From an optimization exercise on the open Yosys and OpenROAD flow, aimed at small area, a short achievable clock period and few clock cycles; shortcuts taken in it are not production practice.
RTL that was checked went through simulation tests only; none was proved equivalent to the original.
Only the layout flow was run in runs 3 and 4; the RTL was not checked for function there.
Power and IR drop assume default switching activity.

[run.sh]
#!/bin/bash
# synth_recipe.tcl (not shown) runs the flow's synth.tcl, then flattens the netlist and writes it again
# the make line also repeats each setting of config.mk as NAME=value (left out here)
make -C /OpenROAD-flow-scripts/flow DESIGN_CONFIG=/design/flow/config.mk WORK_HOME=/design/flow/orfs CLKGATE_MAP_FILE= SYNTH_SCRIPT=/design/flow/synth_recipe.tcl finish
[config.mk]
export PLATFORM = sky130hd
export DESIGN_NAME = height_map_smoother
export DESIGN_NICKNAME = height_map_smoother
export VERILOG_FILES = /design/flow/design.v
export SDC_FILE = /design/flow/constraint.sdc
export NUM_CORES = 4
export LEC_CHECK = 0
export CAP_MARGIN = 20
export CORE_MARGIN = 2
export CORE_UTILIZATION = 55
export CTS_BUF_LIST = sky130_fd_sc_hd__clkbuf_16
export CTS_CLUSTER_DIAMETER = 100
export CTS_CLUSTER_SIZE = 30
export SETUP_SLACK_MARGIN = 4.7
export SLEW_MARGIN = 20
[constraint.sdc]
create_clock -name core_clock -period 8.0 [get_ports {clk}]
set_input_delay 1.6000 -clock core_clock [delete_from_list [all_inputs] [get_ports {clk}]]
set_output_delay 1.6000 -clock core_clock [all_outputs]
set_load 0.01 [all_outputs]
[design.v]
package hms_pkg;
  localparam int GRID_SIZE  = 16;
  localparam int NCELLS     = GRID_SIZE * GRID_SIZE;
  localparam int ADDR_W     = 8;
  localparam int HEIGHT_W   = 8;
  localparam int COUNT_W    = 8;
  localparam logic [1:0] OP_WRITE  = 2'd0;
  localparam logic [1:0] OP_SMOOTH = 2'd1;
  localparam logic [1:0] OP_READ   = 2'd2;
  localparam logic [HEIGHT_W-1:0] THRESH_RESET = HEIGHT_W'(2);
  localparam int U1_POS = 40;
  localparam int U_LAG  = 22;                  
  localparam int U2_POS = U1_POS + U_LAG;
  localparam int W_POS  = U1_POS + 17;
  localparam int R_POS  = U2_POS - 17;
endpackage
module hms_ram #(
  parameter int DATA_W = 8,
  parameter int DEPTH  = 256,
  parameter int W_POS  = 57,
  parameter int U1_POS = 40,
  parameter int U2_POS = 60
) (
  input  logic                         clk,
  input  logic [DATA_W-1:0]            w_d,    
  input  logic [DATA_W-1:0]            u1_d,   
  input  logic [DATA_W-1:0]            u2_d,   
  output logic [DEPTH-1:0][DATA_W-1:0] q
);
  always_ff @(posedge clk) begin
    for (int k = 0; k < DEPTH; k++) begin
      if (k == W_POS) begin
        q[k] <= w_d;
      end else if (k == U1_POS) begin
        q[k] <= u1_d;
      end else if (k == U2_POS) begin
        q[k] <= u2_d;
      end else begin
        q[k] <= q[(k + DEPTH - 1) % DEPTH];
      end
    end
  end
endmodule
module hms_div18 (
  input  logic [7:0] x,
  output logic [3:0] q,
  output logic [4:0] r
);
  always_comb begin
    q = 4'd0;
    for (int k = 1; k <= 14; k++) begin
      if (x >= 8'(18 * k)) q = 4'(k);
    end
  end
  assign r = 5'(x[4:0] - (5'(q) << 4) - (5'(q) << 1));
endmodule
module hms_div9 (
  input  logic [6:0] x,
  output logic [3:0] q,
  output logic [3:0] r
);
  always_comb begin
    q = 4'd0;
    for (int k = 1; k <= 10; k++) begin
      if (x >= 7'(9 * k)) q = 4'(k);
    end
  end
  assign r = 4'(x[3:0] - (q << 3) - q);
endmodule
import hms_pkg::*;
module hms_unit (
  input  logic        clk,
  input  logic        rst,
  input  logic [7:0]  a0, a1, a2, r1,               
  input  logic [7:0]  b0, b1, b2,                   
  input  logic [7:0]  c4,                           
  input  logic [7:0]  c1,                           
  input  logic [7:0]  c,                            
  input  logic [7:0]  x,                            
  input  logic [13:0] k1n,                          
  input  logic [13:0] k2,                           
  input  logic        go,                           
  input  logic        last,                         
  input  logic        inner,                        
  output logic        act,
  output logic [7:0]  d,                            
  output logic        done,                         
  output logic [7:0]  count
);
  logic [9:0]  su;
  logic [11:0] sl;
  always_ff @(posedge clk) begin
    su <= 10'(a0) + 10'(a1) + 10'(a2) + 10'(r1);
    sl <= (12'(c4) << 3) + 12'd765 - 12'(b0) - 12'(b1) - 12'(b2);
  end
  logic [11:0] f;
  always_ff @(posedge clk) begin
    f <= sl - 12'(su) + 12'd1035;
  end
  logic [4:0]  fh, fh3;
  logic [6:0]  hl;
  logic [3:0]  hq, hr, hq3, hr3;
  logic        f03;
  logic [11:0] f3;
  assign fh = f[11:7];
  assign hl = 7'(fh) + 7'(f[6:1]);
  hms_div9 u_div9 (.x (hl), .q (hq), .r (hr));
  always_ff @(posedge clk) begin
    fh3 <= fh;
    hq3 <= hq;
    hr3 <= hr;
    f03 <= f[0];
    f3  <= f;
  end
  logic [4:0]  fr, g;
  logic        nz;
  logic [7:0]  vq;
  logic [8:0]  lo, hi;
  logic [13:0] lo_t, hi_t;
  assign fr   = {hr3, f03};
  assign nz   = fr != 5'd0;
  assign lo_t = 14'(f3) + k1n;
  assign hi_t = 14'(f3) + k2;
  always_ff @(posedge clk) begin
    vq <= 8'(c1 + 8'd100 - (8'(fh3) << 3) + 8'(fh3) - 8'(hq3) - 8'(nz));
    g  <= nz ? fr : 5'd18;
    lo <= lo_t[13] ? 9'd0 : (lo_t > 14'd256) ? 9'd256 : lo_t[8:0];
    hi <= hi_t[13] ? 9'd0 : (hi_t > 14'd256) ? 9'd256 : hi_t[8:0];
  end
  logic [3:0] xq;
  logic [4:0] xr;
  logic [7:0] nw0, nw1, nw;
  logic       cy, cond, run, upd;
  hms_div18 u_div (.x (x), .q (xq), .r (xr));
  assign nw0  = vq + 8'(xq);
  assign nw1  = vq + 8'(xq) + 8'd1;
  assign cy   = xr >= g;
  assign nw   = cy ? nw1 : nw0;
  assign cond = ({1'b0, x} < lo) || ({1'b0, x} >= hi);
  assign run  = act || go;
  assign upd  = run && inner && cond;
  assign d    = upd ? nw : c;
  logic       pu, pl, inc;
  logic [7:0] pc, cnt;
  assign inc   = pu && (x != pc);
  assign count = (inc && cnt != 8'hff) ? cnt + 8'd1 : cnt;
  always_ff @(posedge clk) begin
    pc <= c;
    pu <= upd;
    if (rst) begin
      act <= 1'b0;
      pl  <= 1'b0;
    end else begin
      act <= run && !last;
      pl  <= run && last;
    end
    cnt <= go ? 8'd0 : count;
  end
  assign done = pl;
endmodule
module hms_ctrl (
  input  logic        clk,
  input  logic        rst,
  input  logic        s_tvalid,
  output logic        s_tready,
  input  logic [15:0] s_tdata,
  input  logic [1:0]  s_tuser,
  input  logic        cfg_valid,
  input  logic [7:0]  cfg_data,
  output logic        m_tvalid,
  input  logic        m_tready,
  output logic [15:0] m_tdata
);
  localparam int D = NCELLS;
  logic        cfg_v1, cfg_v2;
  logic [7:0]  cfg_d1;
  logic [13:0] k1n, k2;
  always_ff @(posedge clk) begin
    cfg_d1 <= cfg_data;
    if (rst) begin
      cfg_v1 <= 1'b0;
      cfg_v2 <= 1'b0;
      k1n    <= 14'(-(9 * THRESH_RESET + 1800));
      k2     <= 14'(9 * THRESH_RESET - 1791);
    end else begin
      cfg_v1 <= cfg_valid;
      cfg_v2 <= cfg_v1;
      if (cfg_v1) begin
        k1n <= 14'd0 - (14'(cfg_d1) << 3) - 14'(cfg_d1) - 14'd1800;
        k2  <= (14'(cfg_d1) << 3) + 14'(cfg_d1) - 14'd1791;
      end
    end
  end
  logic [D-1:0][7:0] q;
  logic [7:0]        w_d, u1_d, u2_d;
  hms_ram #(
    .DATA_W (8),
    .DEPTH  (D),
    .W_POS  (W_POS),
    .U1_POS (U1_POS),
    .U2_POS (U2_POS)
  ) u_ram (
    .clk  (clk),
    .w_d  (w_d),
    .u1_d (u1_d),
    .u2_d (u2_d),
    .q    (q)
  );
  logic [7:0] cw, cr, cw_n, cr_n;
  logic       labeled, relabel;
  logic        c0v, c1v;
  logic [17:0] c0, c1;        
  logic        disp, acc;
  logic [1:0]  np;
  logic [17:0] cin;
  assign acc = s_tvalid && s_tready;
  assign cin = {s_tuser, s_tdata};
  assign np  = 2'(c0v) + 2'(c1v) - 2'(disp);
  logic [17:0] c0_n;
  logic        mw, mr;          
  assign c0_n = (np == 2'd0) ? cin : (disp ? c1 : c0);
  always_ff @(posedge clk) begin
    c0 <= c0_n;
    mw <= {c0_n[3:0], c0_n[7:4]} == cw_n;
    mr <= {c0_n[3:0], c0_n[7:4]} == cr_n;
    if (np == 2'd1) c1 <= cin;
    if (rst) begin
      c0v      <= 1'b0;
      c1v      <= 1'b0;
      s_tready <= 1'b1;
    end else begin
      c0v      <= (np != 2'd0) || acc;
      c1v      <= (np == 2'd2) || (np == 2'd1 && acc);
      s_tready <= !((np == 2'd2) || (np == 2'd1 && acc));
    end
  end
  logic [1:0] op;
  logic [7:0] addr, wval;
  assign op   = c0[17:16];
  assign wval = c0[15:8];
  assign addr = {c0[3:0], c0[7:4]};    
  logic        a1, a2, done1, done2, go1, go2;
  logic [7:0]  cnt1, cnt2;
  logic        busy, res_ok, cfg_hold;
  logic        first1, last1, inner1, first2, last2, inner2;
  logic [7:0]  cell1_n, cell2_n;
  assign cell1_n = 8'(cw_n - 8'(U1_POS - W_POS));
  assign cell2_n = 8'(cw_n - 8'(U2_POS - W_POS));
  always_ff @(posedge clk) begin
    first1 <= cell1_n == 8'd17;
    last1  <= cell1_n == 8'd238;
    inner1 <= cell1_n[3:0] != 4'd0 && cell1_n[3:0] != 4'd15;
    first2 <= cell2_n == 8'd17;
    last2  <= cell2_n == 8'd238;
    inner2 <= cell2_n[3:0] != 4'd0 && cell2_n[3:0] != 4'd15;
  end
  assign cfg_hold = cfg_v1 || cfg_v2;
  assign busy = a1 || a2 || done1 || done2;
  assign go1  = c0v && op == OP_SMOOTH && !busy && first1 && res_ok && !cfg_hold;
  assign go2  = c0v && op == OP_SMOOTH && a1 && !a2 && first2 && res_ok && !cfg_hold;
  hms_unit u_unit1 (
    .clk (clk), .rst (rst),
    .a0 (q[U1_POS+12]), .a1 (q[U1_POS+11]), .a2 (q[U1_POS+10]), .r1 (q[U1_POS-6]),
    .b0 (q[U1_POS-20]), .b1 (q[U1_POS-21]), .b2 (q[U1_POS-22]),
    .c4 (q[U1_POS-5]), .c1 (q[U1_POS-2]), .c (q[U1_POS-1]), .x (q[U1_POS]),
    .k1n (k1n), .k2 (k2),
    .go (go1), .last (last1), .inner (inner1),
    .act (a1), .d (u1_d), .done (done1), .count (cnt1)
  );
  hms_unit u_unit2 (
    .clk (clk), .rst (rst),
    .a0 (q[U2_POS+12]), .a1 (q[U2_POS+11]), .a2 (q[U2_POS+10]), .r1 (q[U2_POS-6]),
    .b0 (q[U2_POS-20]), .b1 (q[U2_POS-21]), .b2 (q[U2_POS-22]),
    .c4 (q[U2_POS-5]), .c1 (q[U2_POS-2]), .c (q[U2_POS-1]), .x (q[U2_POS]),
    .k1n (k1n), .k2 (k2),
    .go (go2), .last (last2), .inner (inner2),
    .act (a2), .d (u2_d), .done (done2), .count (cnt2)
  );
  logic do_w, do_r;
  assign do_w    = c0v && op == OP_WRITE && !busy && (mw || !labeled);
  assign do_r    = c0v && op == OP_READ && !busy && mr && res_ok;
  assign disp    = do_w || do_r || go1 || go2 || (c0v && op == 2'd3);
  assign relabel = do_w && !labeled;
  assign w_d  = do_w ? wval : q[W_POS-1];
  assign cw_n = relabel ? addr + 8'd1 : cw + 8'd1;
  assign cr_n = relabel ? 8'(addr + 8'd1 - 8'(R_POS - W_POS + 1)) : cr + 8'd1;
  always_ff @(posedge clk) begin
    cw <= cw_n;
    cr <= cr_n;
    if (rst) begin
      labeled <= 1'b0;
    end else if (do_w) begin
      labeled <= 1'b1;
    end
  end
  logic [15:0] o0;            
  logic [8:0]  o1;            
  logic       o0v, o1v;
  logic       rc0, rc1;       
  logic       pop, push, rsv;
  logic [8:0] pin;
  logic [1:0] on;
  function automatic logic [15:0] tdata(input logic [8:0] e);
    tdata = e[8] ? {e[7:0], 8'd0} : {8'd0, e[7:0]};
  endfunction
  assign res_ok = !rc1;
  assign pop    = o0v && m_tready;
  assign push   = do_r || done1 || done2;
  assign rsv    = do_r || go1 || go2;
  assign pin    = do_r ? {1'b0, q[R_POS]} : {1'b1, done1 ? cnt1 : cnt2};
  assign on     = 2'(o0v) + 2'(o1v) - 2'(pop);
  always_ff @(posedge clk) begin
    o0 <= (on == 2'd0) ? tdata(pin) : (pop ? tdata(o1) : o0);
    if (on == 2'd1) o1 <= pin;
    if (rst) begin
      o0v <= 1'b0;
      o1v <= 1'b0;
      rc0 <= 1'b0;
      rc1 <= 1'b0;
    end else begin
      o0v <= (on != 2'd0) || push;
      o1v <= (on == 2'd2) || (on == 2'd1 && push);
      if (rsv && !pop) begin
        rc1 <= rc0;
        rc0 <= 1'b1;
      end else if (pop && !rsv) begin
        rc0 <= rc1;
        rc1 <= 1'b0;
      end
    end
  end
  assign m_tvalid = o0v;
  assign m_tdata  = o0;
endmodule
import hms_pkg::*;
module height_map_smoother (
  input  logic        clk,
  input  logic        rst,
  input  logic        s_tvalid,
  output logic        s_tready,
  input  logic [15:0] s_tdata,    
  input  logic [1:0]  s_tuser,    
  output logic        m_tvalid,
  input  logic        m_tready,
  output logic [15:0] m_tdata,    
  input  logic        cfg_valid,
  output logic        cfg_ready,
  input  logic [7:0]  cfg_data
);
  assign cfg_ready = 1'b1;
  hms_ctrl u_ctrl (
    .clk       (clk),
    .rst       (rst),
    .s_tvalid  (s_tvalid),
    .s_tready  (s_tready),
    .s_tdata   (s_tdata),
    .s_tuser   (s_tuser),
    .cfg_valid (cfg_valid),
    .cfg_data  (cfg_data),
    .m_tvalid  (m_tvalid),
    .m_tready  (m_tready),
    .m_tdata   (m_tdata)
  );
endmodule
==> results.cfg, run 1 <==
[placement]
hpwl_um = 64800
port_buffers = 48
place_inst = 6084
dpl_cell_area_mm2 = 0.0665
gp_congestion = 0.855
place_ws_ns = 3.77

[power]
p_seq_frac = 0.562
power_frac_comb = 0.205
power_frac_clock = 0.233
powerDensity_mw_per_mm2 = 329
vdd_drop_max_mv = 0.305
internal_power_mw = 16.9
p_total_mw = 23.2
power_leakage_nw = 28.8
p_switching_mw = 6.22
netSwitchingFraction = 0.268

[synth]
synth.avg_cell_area_um2 = 14.0
synth_area_leaders = dfxtp_1 (73%), ha_1 (5.7%), fa_1 (2.5%)
yosysWarningCount = 5
syn_area_mm2 = 0.0641
ys_seq_area_frac = 0.754
synth_cell_types = 78
postSynth.asyncResetShare = 0
synthFlopType = dfxtp_1
synthesis.nets = 4976
synth-seq-cells = 2386
synth_top_cell_by_area = dfxtp_1
yosysTopAreaCellShare = 0.729
synthCells = 4571
synth_edf_count = 53

[final_layout]
antenna_cells = 0
stdcell_count = 6295
fillers = 8949
final_common_cell = dfxtp_1
syn_to_final_growth_pct = 10.1
fin_nets = 5156
utilization = 0.608
mostFrequentLayoutCells = dfxtp_1 (2302), inv_1 (351), ha_1 (269), xnor2_1 (169), nand2_1 (134)
design_area_mm2 = 0.0705
drive_gt1_frac = 0.0960

[routing]
met1_length_um = 49200
routed_via_density = 4.66
wl_per_cell_um = 15.4
route.detailed.drc = 0
top_layer = met4
dr.pass1.iters = 5
drt_iter0_drc = 1411
ant_nets = 0
num_vias = 29400
wl_met3_um = 3430
routed_wl_um = 97000
route.met2.wl_um = 41800

[die]
die_h_um = 345
start_util = 0.553
ios = 50
dieArea_mm2 = 0.119
dieWidth_um = 345
core_mm2 = 0.116
rows = 125

[timing]
final.setup.tns_ns = 0
setup_violations = 0
rsz0062_at_grt = yes
timing.fmax_mhz = 281
fin_skew_ns = 0.0326
hold_viol = 0
fin_ws_ns = 4.45
post-route-period-util = 0.444
drv_slew = 0
finalCriticalPeriod_ns = 3.55
slew_headroom = 0.439
tightest_slew_ns = 0.840
whs_ns = 0.310

[clocking]
numCtsBuffers = 90
root_buffer = clkbuf_16
insertion_delay_ns = 0.70
clock-sinks = 2386
path_clk_slew_ns = 0.11
cts_tree = yes
htree_num_levels = 3
cts.hold.buffers_added = 0
clk_path_buf_depth = 3

[global_routing]
overflow = 0
grt_first_pass_wirelength_um = 155000
grt_usage = 0.163
grt_max_degree = 35
grt_pass1_vias = 28900
antenna_found_initial = 2

[worst_setup_path]
arrival_ns = 4.13
crit_slowest_cell = fa_2
cp-end-kind = flop
start_kind = flop
max_stage_delay_ns = 0.40
path_class = flop to flop
rr_worst_depth = 17
crit_chain = ha_2 > fa_2 > a21o_1 > a211oi_4 > buf_4 > a2111oi_0 > o21bai_1 > a31oi_1 > o21ai_1 > a21o_1 > ha_2 > inv_1 > ha_1 > a211oi_2 > xnor2_1 > xnor2_1 > xnor2_1
critPathMaxFanout = 3
r2r_slack_ns = 4.45
reg2reg_to = u_ctrl.u_unit1.hr3[3]
reg2reg_from = u_ctrl.u_unit1.f[7]
cp_data_required_time_ns = 8.57
cpMostUsedCell = xnor2_1

[min_path]
min_from = u_ctrl.u_ram.q[466]
hold_depth = 0
holdPathEnd = u_ctrl.u_ram.q[474]
min-delay-path-class = flop to flop

[run]
drv_cap = 0

[outcome]
outcome = timing/DRC/antenna clean
## power by group through the flow
stage	logic [mW]	clock network (mW)	registers (mW)
after floorplan	3.45	0	13.1
after global routing	5.33	6.03	13.1
final	4.75	5.40	13.0
after detailed placement	4.20	0	13.3
after global placement	4.14	0	13.3
after CTS	4.48	5.63	13.0
## worst max path at each step
stage               slack (ns)                     to  cells after the start                 from
global placement          3.95              u_ctrl.mr                     11    u_ctrl.u_unit1.pl
finish                    4.45  u_ctrl.u_unit1.hr3[3]                     17  u_ctrl.u_unit1.f[7]
detailed placement        3.77              u_ctrl.mr                     11    u_ctrl.u_unit1.pl
floorplan                 4.60    u_ctrl.u_ram.q[326]                     19  u_ctrl.u_ram.q[326]
CTS                       4.45    u_ctrl.u_ram.q[326]                     14  u_ctrl.u_ram.q[325]
global route              4.29  u_ctrl.u_unit1.hr3[3]                     17  u_ctrl.u_unit1.f[7]
## timing repair
action / in CTS / in global routing
cloned: 3 / 0
gates resized for setup: 95 / 133
setup buffers: 56 / 40
setup endpoints to repair: 84 / 81
pin swaps: 50 / 82
## critical path: cells and delay by family (launching register included)
| family | cells | cell delay (ns) |
|---|---|---|
| AO/OA/AOI/OAI | 8 | 1.38 |
| XOR/XNOR | 3 | 0.45 |
| adder cells (fa/ha/maj) | 4 | 1.07 |
| buffers and inverters | 2 | 0.22 |
| flip-flops | 1 | 0.33 |
## per-layer routing
layer / GRT usage / vias to the layer above
li1: - / 15100
met4: 0.0486 / 0
met5: 0 / -
met3: 0.0255 / 138
met1: 0.238 / 13700
met2: 0.250 / 356
## flip-flops by register name, summed over array words and instances, names as in the netlist, 9 cells and up
name	count
u_ctrl.c0	18
u_ctrl.c1	18
u_ctrl.k1n	13
u_ctrl.k2	14
u_ctrl.o0	16
u_ctrl.o1	9
u_ctrl.u_ram.q	2048
u_ctrl.u_unit1.f	12
u_ctrl.u_unit1.f3	11
u_ctrl.u_unit1.hi	9
u_ctrl.u_unit1.lo	9
u_ctrl.u_unit1.sl	12
u_ctrl.u_unit1.su	10
u_ctrl.u_unit2.f	12
u_ctrl.u_unit2.f3	11
u_ctrl.u_unit2.hi	9
u_ctrl.u_unit2.lo	9
u_ctrl.u_unit2.sl	12
u_ctrl.u_unit2.su	10
## logic make-up after synthesis
logic type | synth area share
AO/OA/AOI/OAI | 0.0501
XOR/XNOR | 0.0346
adder cells (fa/ha/maj) | 0.0828
buffers and inverters | 0.0253
flip-flops | 0.754
multiplexers | 0.00814
other | 0.0000585
AND/OR/NAND/NOR | 0.0452
## Yosys cell counts, drive strengths merged, types with 28 or more instances
library cell	instances
dfxtp	2333
inv	362
ha	293
xnor2	175
a21oi	155
nand2	145
nor2	135
o21ai	124
fa	81
xor2	78
a21o	53
edfxtp	53
clkbuf	51
nand3	47
nor3	42
nor2b	37
o21bai	30
nand4	28
## layout make-up
cell class	instances	area, um^2	area share
Sequential cell	2386	48400	0.686
Multi-Input combinational cell	1764	15100	0.214
Inverter	362	1380	0.0196
Tap cell	1524	1910	0.0270
Clock buffer	92	2300	0.0326
Timing Repair Buffer	147	1250	0.0178
Clock inverter	20	189	0.00268
Testbench counts, summed over its fixed seeds: cycles 6,072.
==> inputs of run 2 (changes only) <==
--- a/config.mk
+++ b/config.mk
@@ -11,5 +11,5 @@
 export CTS_BUF_LIST = sky130_fd_sc_hd__clkbuf_16
 export CTS_CLUSTER_DIAMETER = 100
 export CTS_CLUSTER_SIZE = 30
-export SETUP_SLACK_MARGIN = 4.7
+export SETUP_SLACK_MARGIN = 4
 export SLEW_MARGIN = 20
==> results.cfg, run 2 <==
[outcome]
outcome = timing/DRC/antenna clean

[placement]
place_ws_ns = 3.39
gp_congestion = 0.873
port_buffers = 48
hpwl_um = 65300
place_inst = 6085

[global_routing]
met2_usage = 0.242
overflow = 0
grt_busiest_layer = met1
grt_first_pass_wirelength_um = 154000
grtUsageMet3 = 0.0235
antenna_found_initial = 5
grt_use_met1 = 0.246
grt_usage = 0.162
grt_max_degree = 35
grt_pass1_vias = 28500

[worst_setup_path]
start_kind = flop
path_class = flop to flop
cp-end-kind = flop
arrival_ns = 4.50
critPathMaxFanout = 20
rr_worst_depth = 10
cp_data_required_time_ns = 8.64

[clocking]
path_clk_slew_ns = 0.12
numCtsBuffers = 91
htree_num_levels = 3
cts.hold.buffers_added = 0
insertion_delay_ns = 0.71
clock-sinks = 2386
root_buffer = clkbuf_16
cts_tree = yes
clk_path_buf_depth = 3

[timing]
setup_violations = 0
tightest_slew_ns = 0.877
finalCriticalPeriod_ns = 3.86
fin_ws_ns = 4.14
rsz0062_at_grt = yes
final.setup.tns_ns = 0
post-route-period-util = 0.483
timing.fmax_mhz = 259
drv_slew = 0
slew_headroom = 0.414
fin_skew_ns = 0.0374
hold_viol = 0

[final_layout]
utilization = 0.596
final_common_cell = dfxtp_1
fillers = 9165
largest_register_ffs = 2048
drive_gt1_frac = 0.0445
stdcell_count = 6202
mostFrequentLayoutCells = dfxtp_1 (2318), inv_1 (367), ha_1 (293), xnor2_1 (174), a21oi_1 (146)
regMostFlops = u_ctrl.u_ram.q
largestRegisters = u_ctrl.u_ram.q x2048, u_ctrl.c0 x18, u_ctrl.c1 x18
fin_nets = 5065
syn_to_final_growth_pct = 7.76
multi_input_area_mm2 = 0.0144
regArea_mm2 = 0.0483

[synth]
synthCells = 4571
synth_cell_types = 78
ys_seq_area_frac = 0.754
yosys-top-cells-count = dfxtp_1 (2333), inv_1 (362), ha_1 (293), xnor2_1 (175), a21oi_1 (153)
synthesis.nets = 4976
yosysMostFrequentCell = dfxtp_1
synthFlopType = dfxtp_1
synth_top_cell_by_area = dfxtp_1
synth_area_leaders = dfxtp_1 (73%), ha_1 (5.7%), fa_1 (2.5%)
synth.avg_cell_area_um2 = 14.0
synth_edf_count = 53
yosysWarningCount = 5
yosysTopAreaCellShare = 0.729
synth-seq-cells = 2386
postSynth.asyncResetShare = 0
syn_area_mm2 = 0.0641

[min_path]
hold_depth = 0
min-delay-path-class = flop to flop

[routing]
routed_via_density = 4.69
ant_nets = 0
dr.pass1.iters = 5
routed_wl_um = 94800
drt_iter0_drc = 1450
route.detailed.drc = 0
wl_per_cell_um = 15.3
num_vias = 29100

[die]
core_mm2 = 0.116
rows = 125
dieArea_mm2 = 0.119
start_util = 0.553
die_h_um = 345
ios = 50
dieWidth_um = 345

[power]
powerDensity_mw_per_mm2 = 328
vdd_drop_max_mv = 0.235
p_total_mw = 22.7
power_leakage_nw = 28.3

[run]
drv_cap = 0
run 2: cell type report:
cell class	instances	share of cell area
antenna	2	0.0000725
clock buffer	93	0.0337
clock inverter	16	0.00290
inverter	362	0.0197
multi-input combinational	1762	0.208
sequential	2386	0.700
tap	1524	0.0276
timing repair buffer	57	0.00799
run 2: per-layer routing:
metal / share of wire / wire [um] / vias up
li1: - / - / 14900
met1: 0.52 / 49500 / 13700
met2: 0.42 / 39800 / 371
met3: 0.038 / 3560 / 131
met4: 0.020 / 1940 / 0
met5: 0 / 0 / -
run 2: final timing paths:
kind                                           start                    to  slack, ns
worst max-delay path                   u_ctrl.c0[16]             u_ctrl.mr       4.14
worst min-delay path            u_ctrl.u_ram.q[1273]  u_ctrl.u_ram.q[1281]       0.31
worst max register to register         u_ctrl.c0[16]             u_ctrl.mr       4.14
worst min register to register  u_ctrl.u_ram.q[1273]  u_ctrl.u_ram.q[1281]       0.31
run 2: where the power goes:
part	internal, mW	switching (mW)	total [mW]
clock	2.15	3.31	5.46
sequential	12.6	0.447	13.1
combinational	1.84	2.30	4.14
total	16.6	6.06	22.7
run 2: timing repair:
| item | in CTS | in global routing |
|---|---|---|
| buffers inserted | 1 | 4 |
| gates cloned | 1 | 0 |
| setup endpoints to repair | 40 | 37 |
| resized for setup | 23 | 40 |
| pin swaps | 3 | 6 |
run 2: cell families (layout without fill, tap and decap cells):
kind of cell / count (synthesis) / after routing / share of synthesized area
flops: 2386 / 2386 / 0.754
simple gates: 575 / 576 / 0.0452
compound gates: 511 / 511 / 0.0501
buf+inv: 424 / 528 / 0.0253
fa+ha+maj: 376 / 376 / 0.0828
xor+xnor: 253 / 253 / 0.0346
mux: 45 / 45 / 0.00814
other cells: 1 / 3 / 0.0000585
run 2: metrics by stage:
stage / area, um^2 / hold WS [ns]
after global placement: 66200 / 0.310
final: 69000 / 0.314
after detailed placement: 66200 / 0.312
after floorplan: 64100 / 0.310
after global routing: 69000 / 0.323
after CTS: 68900 / 0.314
run 2: critical path, stage by stage, from the launching register on:
cell and delay [ns]:
edfxtp_1 0.45, or4_4 0.59, or4_4 0.65, and4bb_4 0.37, and2_1 0.21, ha_1 0.41, nor2_4 0.11, o21ai_0 0.48
xnor2_1 0.18, nand3_1 0.12, nor4_2 0.24
==> inputs of run 3 (changes only) <==
--- a/design.v
+++ b/design.v
@@ -56,8 +56,7 @@
 endmodule
 module hms_div9 (
   input  logic [6:0] x,
-  output logic [3:0] q,
-  output logic [3:0] r
+  output logic [3:0] q
 );
   always_comb begin
     q = 4'd0;
@@ -65,14 +64,14 @@
       if (x >= 7'(9 * k)) q = 4'(k);
     end
   end
-  assign r = 4'(x[3:0] - (q << 3) - q);
 endmodule
 import hms_pkg::*;
 module hms_unit (
   input  logic        clk,
   input  logic        rst,
   input  logic [7:0]  a0, a1, a2, r1,               
-  input  logic [7:0]  b0, b1, b2,                   
+  input  logic [7:0]  b0, b1,                       
+  input  logic [7:0]  b2,                           
   input  logic [7:0]  c4,                           
   input  logic [7:0]  c1,                           
   input  logic [7:0]  c,                            
@@ -91,38 +90,42 @@
   logic [11:0] sl;
   always_ff @(posedge clk) begin
     su <= 10'(a0) + 10'(a1) + 10'(a2) + 10'(r1);
-    sl <= (12'(c4) << 3) + 12'd765 - 12'(b0) - 12'(b1) - 12'(b2);
+    sl <= (12'(c4) << 3) + 12'd510 - 12'(b0) - 12'(b1);
   end
   logic [11:0] f;
   always_ff @(posedge clk) begin
-    f <= sl - 12'(su) + 12'd1035;
+    f <= sl - 12'(su) - 12'(b2) + 12'd1290;
   end
-  logic [4:0]  fh, fh3;
+  logic [4:0]  fh;
   logic [6:0]  hl;
-  logic [3:0]  hq, hr, hq3, hr3;
+  logic [3:0]  hq, hq3, hl3;
+  logic [7:0]  f7;
   logic        f03;
   logic [11:0] f3;
   assign fh = f[11:7];
   assign hl = 7'(fh) + 7'(f[6:1]);
-  hms_div9 u_div9 (.x (hl), .q (hq), .r (hr));
+  hms_div9 u_div9 (.x (hl), .q (hq));
   always_ff @(posedge clk) begin
-    fh3 <= fh;
+    f7  <= (8'(fh) << 3) - 8'(fh);
     hq3 <= hq;
-    hr3 <= hr;
+    hl3 <= hl[3:0];
     f03 <= f[0];
     f3  <= f;
   end
+  logic [3:0]  hr;
   logic [4:0]  fr, g;
   logic        nz;
-  logic [7:0]  vq;
+  logic [7:0]  vq, vqa;
   logic [8:0]  lo, hi;
   logic [13:0] lo_t, hi_t;
-  assign fr   = {hr3, f03};
+  assign hr   = 4'(hl3 - (hq3 << 3) - hq3);
+  assign fr   = {hr, f03};
   assign nz   = fr != 5'd0;
+  assign vqa  = 8'(c1 + 8'd100 - f7 - 8'(hq3));
   assign lo_t = 14'(f3) + k1n;
   assign hi_t = 14'(f3) + k2;
   always_ff @(posedge clk) begin
-    vq <= 8'(c1 + 8'd100 - (8'(fh3) << 3) + 8'(fh3) - 8'(hq3) - 8'(nz));
+    vq <= nz ? vqa - 8'd1 : vqa;
     g  <= nz ? fr : 5'd18;
     lo <= lo_t[13] ? 9'd0 : (lo_t > 14'd256) ? 9'd256 : lo_t[8:0];
     hi <= hi_t[13] ? 9'd0 : (hi_t > 14'd256) ? 9'd256 : hi_t[8:0];
@@ -206,23 +209,37 @@
     .u2_d (u2_d),
     .q    (q)
   );
-  logic [7:0] cw, cr, cw_n, cr_n;
+  logic [7:0] cw, cw_n;
   logic       labeled, relabel;
+  localparam logic [7:0] R_OFS = 8'(R_POS - W_POS + 1);
   logic        c0v, c1v;
   logic [17:0] c0, c1;        
   logic        disp, acc;
   logic [1:0]  np;
-  logic [17:0] cin;
+  logic [17:0] cin, c0_n;
+  logic [7:0]  ain;
+  logic        m;             
   assign acc = s_tvalid && s_tready;
-  assign cin = {s_tuser, s_tdata};
+  assign ain = {s_tdata[3:0], s_tdata[7:4]};    
+  assign cin = {s_tuser, s_tdata[15:8], (s_tuser == OP_READ) ? 8'(ain + R_OFS) : ain};
   assign np  = 2'(c0v) + 2'(c1v) - 2'(disp);
-  logic [17:0] c0_n;
-  logic        mw, mr;          
   assign c0_n = (np == 2'd0) ? cin : (disp ? c1 : c0);
+  logic [7:0] cw1, ct1;
+  logic       m_n;
+  assign cw1 = cw + 8'd1;
+  assign ct1 = c0[7:0] + 8'd1;
+  always_comb begin
+    if (np == 2'd0) begin
+      m_n = relabel ? (cin[7:0] == ct1) : (cin[7:0] == cw1);
+    end else if (disp) begin
+      m_n = relabel ? (c1[7:0] == ct1) : (c1[7:0] == cw1);
+    end else begin
+      m_n = c0[7:0] == cw1;
+    end
+  end
   always_ff @(posedge clk) begin
     c0 <= c0_n;
-    mw <= {c0_n[3:0], c0_n[7:4]} == cw_n;
-    mr <= {c0_n[3:0], c0_n[7:4]} == cr_n;
+    m  <= m_n;
     if (np == 2'd1) c1 <= cin;
     if (rst) begin
       c0v      <= 1'b0;
@@ -235,10 +252,10 @@
     end
   end
   logic [1:0] op;
-  logic [7:0] addr, wval;
+  logic [7:0] tgt, wval;
   assign op   = c0[17:16];
   assign wval = c0[15:8];
-  assign addr = {c0[3:0], c0[7:4]};    
+  assign tgt  = c0[7:0];
   logic        a1, a2, done1, done2, go1, go2;
   logic [7:0]  cnt1, cnt2;
   logic        busy, res_ok, cfg_hold;
@@ -255,13 +272,15 @@
     inner2 <= cell2_n[3:0] != 4'd0 && cell2_n[3:0] != 4'd15;
   end
   assign cfg_hold = cfg_v1 || cfg_v2;
-  assign busy = a1 || a2 || done1 || done2;
+  always_ff @(posedge clk) begin
+    busy <= !rst && (a1 || go1 || a2 || go2);
+  end
   assign go1  = c0v && op == OP_SMOOTH && !busy && first1 && res_ok && !cfg_hold;
   assign go2  = c0v && op == OP_SMOOTH && a1 && !a2 && first2 && res_ok && !cfg_hold;
   hms_unit u_unit1 (
     .clk (clk), .rst (rst),
     .a0 (q[U1_POS+12]), .a1 (q[U1_POS+11]), .a2 (q[U1_POS+10]), .r1 (q[U1_POS-6]),
-    .b0 (q[U1_POS-20]), .b1 (q[U1_POS-21]), .b2 (q[U1_POS-22]),
+    .b0 (q[U1_POS-20]), .b1 (q[U1_POS-21]), .b2 (q[U1_POS-21]),
     .c4 (q[U1_POS-5]), .c1 (q[U1_POS-2]), .c (q[U1_POS-1]), .x (q[U1_POS]),
     .k1n (k1n), .k2 (k2),
     .go (go1), .last (last1), .inner (inner1),
@@ -270,23 +289,21 @@
   hms_unit u_unit2 (
     .clk (clk), .rst (rst),
     .a0 (q[U2_POS+12]), .a1 (q[U2_POS+11]), .a2 (q[U2_POS+10]), .r1 (q[U2_POS-6]),
-    .b0 (q[U2_POS-20]), .b1 (q[U2_POS-21]), .b2 (q[U2_POS-22]),
+    .b0 (q[U2_POS-20]), .b1 (q[U2_POS-21]), .b2 (q[U2_POS-21]),
     .c4 (q[U2_POS-5]), .c1 (q[U2_POS-2]), .c (q[U2_POS-1]), .x (q[U2_POS]),
     .k1n (k1n), .k2 (k2),
     .go (go2), .last (last2), .inner (inner2),
     .act (a2), .d (u2_d), .done (done2), .count (cnt2)
   );
   logic do_w, do_r;
-  assign do_w    = c0v && op == OP_WRITE && !busy && (mw || !labeled);
-  assign do_r    = c0v && op == OP_READ && !busy && mr && res_ok;
+  assign do_w    = c0v && op == OP_WRITE && !busy && (m || !labeled);
+  assign do_r    = c0v && op == OP_READ && !busy && m && res_ok;
   assign disp    = do_w || do_r || go1 || go2 || (c0v && op == 2'd3);
   assign relabel = do_w && !labeled;
   assign w_d  = do_w ? wval : q[W_POS-1];
-  assign cw_n = relabel ? addr + 8'd1 : cw + 8'd1;
-  assign cr_n = relabel ? 8'(addr + 8'd1 - 8'(R_POS - W_POS + 1)) : cr + 8'd1;
+  assign cw_n = relabel ? ct1 : cw1;
   always_ff @(posedge clk) begin
     cw <= cw_n;
-    cr <= cr_n;
     if (rst) begin
       labeled <= 1'b0;
     end else if (do_w) begin
--- a/config.mk
+++ b/config.mk
@@ -11,5 +11,5 @@
 export CTS_BUF_LIST = sky130_fd_sc_hd__clkbuf_16
 export CTS_CLUSTER_DIAMETER = 100
 export CTS_CLUSTER_SIZE = 30
-export SETUP_SLACK_MARGIN = 4
+export SETUP_SLACK_MARGIN = 5
 export SLEW_MARGIN = 20
==> results.cfg, run 3 <==
[worst_setup_path]
crit_family = multiplexers
start_kind = flop
max_stage_delay_ns = 0.39
crit_slowest_cell = dfxtp_4
arrival_ns = 4.36
crit_chain = inv_4 > ha_4 > or2_4 > a221oi_2 > mux4_2 > o311ai_4 > nand2_2 > nand2_4 > ha_4 > nand2_2 > a21oi_2 > xnor2_1 > xnor2_1 > ha_1 > buf_4 > a21oi_4 > o21ai_4 > buf_6 > nor3b_4 > mux2i_1 > o2111ai_1 > mux2_4
cp-end-kind = flop
path_class = flop to flop
cp_data_required_time_ns = 8.58
crit_buf_inv = 3
critPathMaxFanout = 4

[global_routing]
grt_max_degree = 39
grt_first_pass_wirelength_um = 160000
overflow = 0
grt_busiest_layer = met2
grt_usage = 0.167
met2_usage = 0.254
antenna_found_initial = 8
grt_use_met1 = 0.245
grtUsageMet3 = 0.0323
grt_pass1_vias = 29600

[synth]
synth_cell_types = 95
syn_area_mm2 = 0.0650
postSynth.asyncResetShare = 0
synth.avg_cell_area_um2 = 13.9
yosysWarningCount = 5
ys_seq_area_frac = 0.747
synth-seq-cells = 2392
synthesis.nets = 5072
synth_edf_count = 61
yosys-top-cells-count = dfxtp_1 (2331), inv_1 (354), ha_1 (296), nand2_1 (162), xnor2_1 (160)
synth_area_leaders = dfxtp_1 (72%), ha_1 (5.7%), edfxtp_1 (2.8%)
synthCells = 4670
yosysTopAreaCellShare = 0.718
synth_top_cell_by_area = dfxtp_1
yosysMostFrequentCell = dfxtp_1
synthFlopType = dfxtp_1

[timing]
timing.fmax_mhz = 264
tightest_slew_ns = 1.18
post-route-period-util = 0.473
slew_headroom = 0.208
final.setup.tns_ns = 0
rsz0062_at_grt = yes
hold_viol = 0
whs_ns = 0.283
finalCriticalPeriod_ns = 3.78
fin_skew_ns = 0.0604
setup_violations = 0
drv_slew = 0

[final_layout]
fin_nets = 5278
largest_register_ffs = 2048
stdcell_count = 6435
largestRegisters = u_ctrl.u_ram.q x2048, u_ctrl.c0 x18, u_ctrl.c1 x18
mostFrequentLayoutCells = dfxtp_1 (2284), inv_1 (341), ha_1 (272), xnor2_1 (152), nand2_1 (152)
drive_gt1_frac = 0.110
final_common_cell = dfxtp_1
regMostFlops = u_ctrl.u_ram.q
syn_to_final_growth_pct = 10.7

[clocking]
cts.hold.buffers_added = 0
path_clk_slew_ns = 0.11
numCtsBuffers = 90
clk_path_buf_depth = 3
clock-sinks = 2392
root_buffer = clkbuf_16
cts_tree = yes
insertion_delay_ns = 0.73
htree_num_levels = 3

[routing]
wl_per_cell_um = 15.8
num_vias = 30700
route.detailed.drc = 0
dr.pass1.iters = 6
ant_nets = 0
routed_via_density = 4.77
drt_iter0_drc = 1906
routed_wl_um = 102000

[power]
vdd_drop_max_mv = 0.279
p_total_mw = 24.2
power_leakage_nw = 29.5
powerDensity_mw_per_mm2 = 336

[outcome]
outcome = timing/DRC/antenna clean

[die]
die_h_um = 348
dieArea_mm2 = 0.121
start_util = 0.552
rows = 126
ios = 50
core_mm2 = 0.118
dieWidth_um = 348

[min_path]
min-delay-path-class = flop to flop

[placement]
port_buffers = 48
place_inst = 6215
gp_congestion = 0.838
hpwl_um = 69000

[run]
drv_cap = 0
-- run 3: cell types whose count changed after synthesis, sizes merged, moves of 16 or more --
| cell | before | now |
|---|---|---|
| xor2 | 78 | 94 |
| nand2 | 145 | 162 |
| nor4 | 9 | 33 |
| nor2 | 135 | 156 |
-- run 3: kinds of logic (layout without fill, tap and decap cells) --
group | count (synthesis) | in the layout | share of synthesized area
compound gates | 551 | 551 | 0.0558
other cells | 1 | 7 | 0.0000577
fa+ha+maj | 375 | 375 | 0.0807
flops | 2392 | 2392 | 0.747
xor+xnor | 254 | 254 | 0.0342
mux | 54 | 54 | 0.00913
simple gates | 638 | 638 | 0.0498
buf+inv | 405 | 628 | 0.0236
-- run 3: metal layers --
layer	up-vias	share of wire
met2	435	0.43
met5	-	0.00021
li1	15700	-
met1	14400	0.51
met3	150	0.043
met4	2	0.024
-- run 3: cell type report --
type                            instances  area [um^2]
Clock inverter                         19          221
Antenna cell                            6         15.0
Timing Repair Buffer                  162         1420
Tap cell                             1536         1920
Multi-Input combinational cell       1873        16100
Sequential cell                      2392        48600
Inverter                              357         1360
Fill cell                            9191        45700
Clock buffer                           90         2250
-- run 3: report_power, final --
group | internal, mW | switching, mW
logic | 2.52 | 3.00
registers | 12.8 | 0.466
clock network | 2.09 | 3.34
total | 17.4 | 6.81
-- run 3: through the flow --
stage                     cell area, um^2  worst slack [ns]   util
after floorplan                     65200              4.32      -
after global placement              67500              3.81  0.574
after detailed placement            67500              3.80  0.574
after CTS                           70900              4.17  0.603
after global routing                71900              4.02  0.611
final                               71900              4.22  0.612
-- run 3: what timing repair did --
| action | 4_1_cts | 5_1_grt |
|---|---|---|
| cloned | 1 | 1 |
| gates resized for setup | 210 | 161 |
| setup endpoints to repair | 193 | 106 |
| setup buffers | 55 | 48 |
| endpoints found under the hold margin | 0 | 0 |
| pin swaps | 60 | 98 |
-- run 3: final timing paths --
check / startpoint / endpoint / slack [ns] / cells past startpoint
max: u_ctrl.u_ram.q[496] / u_ctrl.u_ram.q[502] / 4.22 / 22
min reg2reg: u_ctrl.u_ram.q[368] / u_ctrl.u_ram.q[376] / 0.28 / 0
max reg2reg: u_ctrl.u_ram.q[496] / u_ctrl.u_ram.q[502] / 4.22 / 22
min: u_ctrl.u_ram.q[368] / u_ctrl.u_ram.q[376] / 0.28 / 0
==> inputs of run 4 (changes only) <==
==> flow/run.sh (new file) <==
#!/bin/bash
# Own layout flow: the standard flow (standard.sh), with two changes:
#  - no adder cells in synthesis (ADDER_MAP_FILE empty): ABC maps the adders itself;
#    the registers, their names and cell types are those of the standard synthesis
#  - the port buffers that the flow puts on every input and output are buf_4 cells
# Each step's full output stays in orfs/logs/; make's own output goes to make_finish.log.
set -euo pipefail
export ADDER_MAP_FILE=
export BUFFER_PORTS_ARGS="-buffer_cell sky130_fd_sc_hd__buf_4"
bash standard.sh finish > make_finish.log 2>&1
==> standard.sh (new file) <==
#!/bin/bash
# synth_recipe.tcl (not shown) runs the flow's synth.tcl, then flattens the netlist and writes it again
# the make line also repeats each setting of config.mk as NAME=value (left out here)
make -C /OpenROAD-flow-scripts/flow DESIGN_CONFIG=/design/flow/config.mk WORK_HOME=/design/flow/orfs CLKGATE_MAP_FILE= SYNTH_SCRIPT=/design/flow/synth_recipe.tcl "${@:-finish}"
removed: run.sh
==> results.cfg, run 4 <==
[power]
power_frac_clock = 0.249
p_switching_mw = 5.64
netSwitchingFraction = 0.258
p_seq_frac = 0.590
power_leakage_nw = 28.0
vdd_drop_max_mv = 0.202
internal_power_mw = 16.2
powerDensity_mw_per_mm2 = 302
power_frac_comb = 0.161

[global_routing]
grt_first_pass_wirelength_um = 164000
grt_pass1_vias = 30500
grt_max_degree = 48
antenna_found_initial = 0
overflow = 0
grt_usage = 0.169

[final_layout]
largest_register_ffs = 2048
final_common_cell = dfxtp_1
regMostFlops = u_ctrl.u_ram.q
fin_nets = 5136
mostFrequentLayoutCells = dfxtp_1 (2254), xnor2_1 (309), nor2_1 (276), nand2_1 (234), buf_4 (174)
fillers = 9041
stdcell_count = 6652
drive_gt1_frac = 0.153
largestRegisters = u_ctrl.u_ram.q x2048, u_ctrl.c0 x18, u_ctrl.c1 x18
syn_to_final_growth_pct = 11.8

[timing]
post-route-period-util = 0.437
drv_slew = 0
rsz0062_at_grt = yes
setup_violations = 0
slew_headroom = 0.293
hold_viol = 0
final.setup.tns_ns = 0
fin_skew_ns = 0.0480
finalCriticalPeriod_ns = 3.50
timing.fmax_mhz = 286
tightest_slew_ns = 1.06

[run]
drv_cap = 0

[clocking]
path_clk_slew_ns = 0.11
numCtsBuffers = 90
htree_num_levels = 3
insertion_delay_ns = 0.74
clock-sinks = 2392
cts_tree = yes
root_buffer = clkbuf_16
clk_path_buf_depth = 3

[worst_setup_path]
critPathMaxFanout = 5
cpMostUsedCell = maj3_2
cp-end-kind = flop
crit_chain = nor2b_1 > maj3_2 > maj3_2 > maj3_2 > maj3_2 > maj3_2 > maj3_2 > maj3_2 > o21bai_4 > buf_4 > o221ai_4 > a221o_1
max_stage_delay_ns = 0.40
crit_slowest_cell = dfxtp_4
reg2reg_from = u_ctrl.u_ram.q[496]
start_kind = flop
arrival_ns = 4.10
path_class = flop to flop
cp_data_required_time_ns = 8.60
cp-startpoint = u_ctrl.u_ram.q[496]

[placement]
port_buffers = 48
place_inst = 6379
gp_congestion = 0.829
hpwl_um = 66700

[synth]
ys_seq_area_frac = 0.749
synth-seq-cells = 2392
syn_area_mm2 = 0.0648
yosysWarningCount = 5
postSynth.asyncResetShare = 0
synthCells = 4935
synth.avg_cell_area_um2 = 13.1
yosysMostFrequentCell = dfxtp_1
yosys-top-cells-count = dfxtp_1 (2331), xnor2_1 (341), nor2_1 (300), nand2_1 (243), a21oi_1 (175)
synthFlopType = dfxtp_1
synthesis.nets = 4966
synth_edf_count = 61
synth_cell_types = 107
yosysTopAreaCellShare = 0.721
synth_area_leaders = dfxtp_1 (72%), xnor2_1 (4.6%), edfxtp_1 (2.8%)
synth_top_cell_by_area = dfxtp_1

[min_path]
min_from = u_ctrl.u_ram.q[379]
min-delay-path-class = flop to flop

[die]
ios = 50
start_util = 0.556
core_mm2 = 0.117
die_h_um = 347
dieArea_mm2 = 0.121
rows = 125
dieWidth_um = 347

[routing]
drt_iter0_drc = 1871
routed_wl_um = 104000
ant_nets = 0
routed_via_density = 4.91
num_vias = 32700
dr.pass1.iters = 5
route.detailed.drc = 0
wl_per_cell_um = 15.6

[outcome]
outcome = timing/DRC/antenna clean
[run 4: cell type report]
type	count	area (um^2)	area share
Timing Repair Buffer	210	1770	0.0244
Clock inverter	21	219	0.00302
Inverter	116	448	0.00619
Tap cell	1524	1910	0.0263
Clock buffer	91	2280	0.0314
Sequential cell	2392	48700	0.672
Multi-Input combinational cell	2295	17100	0.236
Antenna cell	3	7.51	0.000104
[run 4: cells by family (layout without fill, tap and decap cells)]
group / count (synthesis) / count (layout) / share of synthesized area
AND/OR/NAND/NOR: 960 / 960 / 0.0714
flip-flops: 2392 / 2392 / 0.749
buffers and inverters: 251 / 438 / 0.0151
adder cells (fa/ha/maj): 104 / 104 / 0.0168
multiplexers: 54 / 54 / 0.00889
AO/OA/AOI/OAI: 680 / 683 / 0.0703
XOR/XNOR: 493 / 493 / 0.0686
other: 1 / 4 / 0.0000579
[run 4: path summary, 6_finish.rpt]
path / end / slack (ns) / cells after the start
min: u_ctrl.u_ram.q[387] / 0.31 / 0
max reg2reg: u_ctrl.u_ram.q[498] / 4.50 / 12
min reg2reg: u_ctrl.u_ram.q[387] / 0.31 / 0
max: u_ctrl.u_ram.q[498] / 4.50 / 12
[run 4: power by group through the flow]
stage,clock (mW),sequential (mW),combinational (mW)
floorplan,0,12.9,2.54
global placement,0,13.2,2.81
detailed placement,0,13.2,2.84
CTS,5.69,12.9,3.13
global route,6.11,13.0,3.88
finish,5.45,12.9,3.53
[run 4: per-layer routing]
| layer | vias up | wire length, um | GRT usage |
|---|---|---|---|
| li1 | 16700 | - | - |
| met1 | 15500 | 55100 | 0.262 |
| met5 | - | 0 | 0 |
| met4 | 0 | 2230 | 0.0416 |
| met3 | 140 | 2940 | 0.0244 |
| met2 | 402 | 43800 | 0.249 |
[run 4: critical path, delay by kind of cell (launching register included)]
family | cells | cell delay [ns]
AO/OA/AOI/OAI | 3 | 0.70
adder cells (fa/ha/maj) | 7 | 2.07
buffers and inverters | 1 | 0.17
flip-flops | 1 | 0.40
AND/OR/NAND/NOR | 1 | 0.05
[run 4: per-stage QoR]
step                      power (mW)  utilization  hold slack, ns  setup slack, ns  instance area, um^2
after global routing            23.0        0.621           0.330             4.37                72400
after floorplan                 15.4            -           0.310             4.71                65100
after global placement          16.0        0.574           0.309             4.11                66800
after detailed placement        16.0        0.574           0.312             4.04                66800
final                           21.9        0.622           0.312             4.50                72400
after CTS                       21.7        0.608           0.311             4.54                70800
[run 4: timing repair]
item / in CTS / in global routing
pin swaps: 101 / 137
cloned: 2 / 1
hold buffers: 0 / 0
endpoints found under the setup margin: 145 / 134
gates resized for setup: 195 / 247
buffers inserted: 83 / 72

## port drivers added, routing unchanged
How much do the figures lean on ideal ports? The routed layouts below were timed once more, with nothing changed but the port constraints.
Step 1 sets driving cells, clkbuf_16 on the clock port and buf_2 on the other inputs (assumed; they add their load-dependent delay and slew).
Step 2 also shifts input and output timing later by t, the mid clock arrival at the registers, as if the neighbouring blocks saw the same clock.
Slacks: ideal / step 1 / step 2; pairs: ideal / step 1.
run | t (ns) | setup slack, ns | worst setup path at the end | worst data-port slew with drivers (ns)
run 1 | 0.756 | 4.446 / 4.446 / 4.178 | input to register | 0.12
run 2 | 0.764 | 4.139 / 4.139 / 4.139 | register to register | 0.08
run 3 | 0.770 | 4.218 / 4.218 / 4.218 | register to register | 0.09
run 4 | 0.782 | 4.502 / 4.502 / 4.502 | register to register | 0.08
After both steps every run listed still meets setup and hold. The setup slack of run 1, which loses most, moves by 0.000 ns with the drivers and by -0.268 ns with both steps.
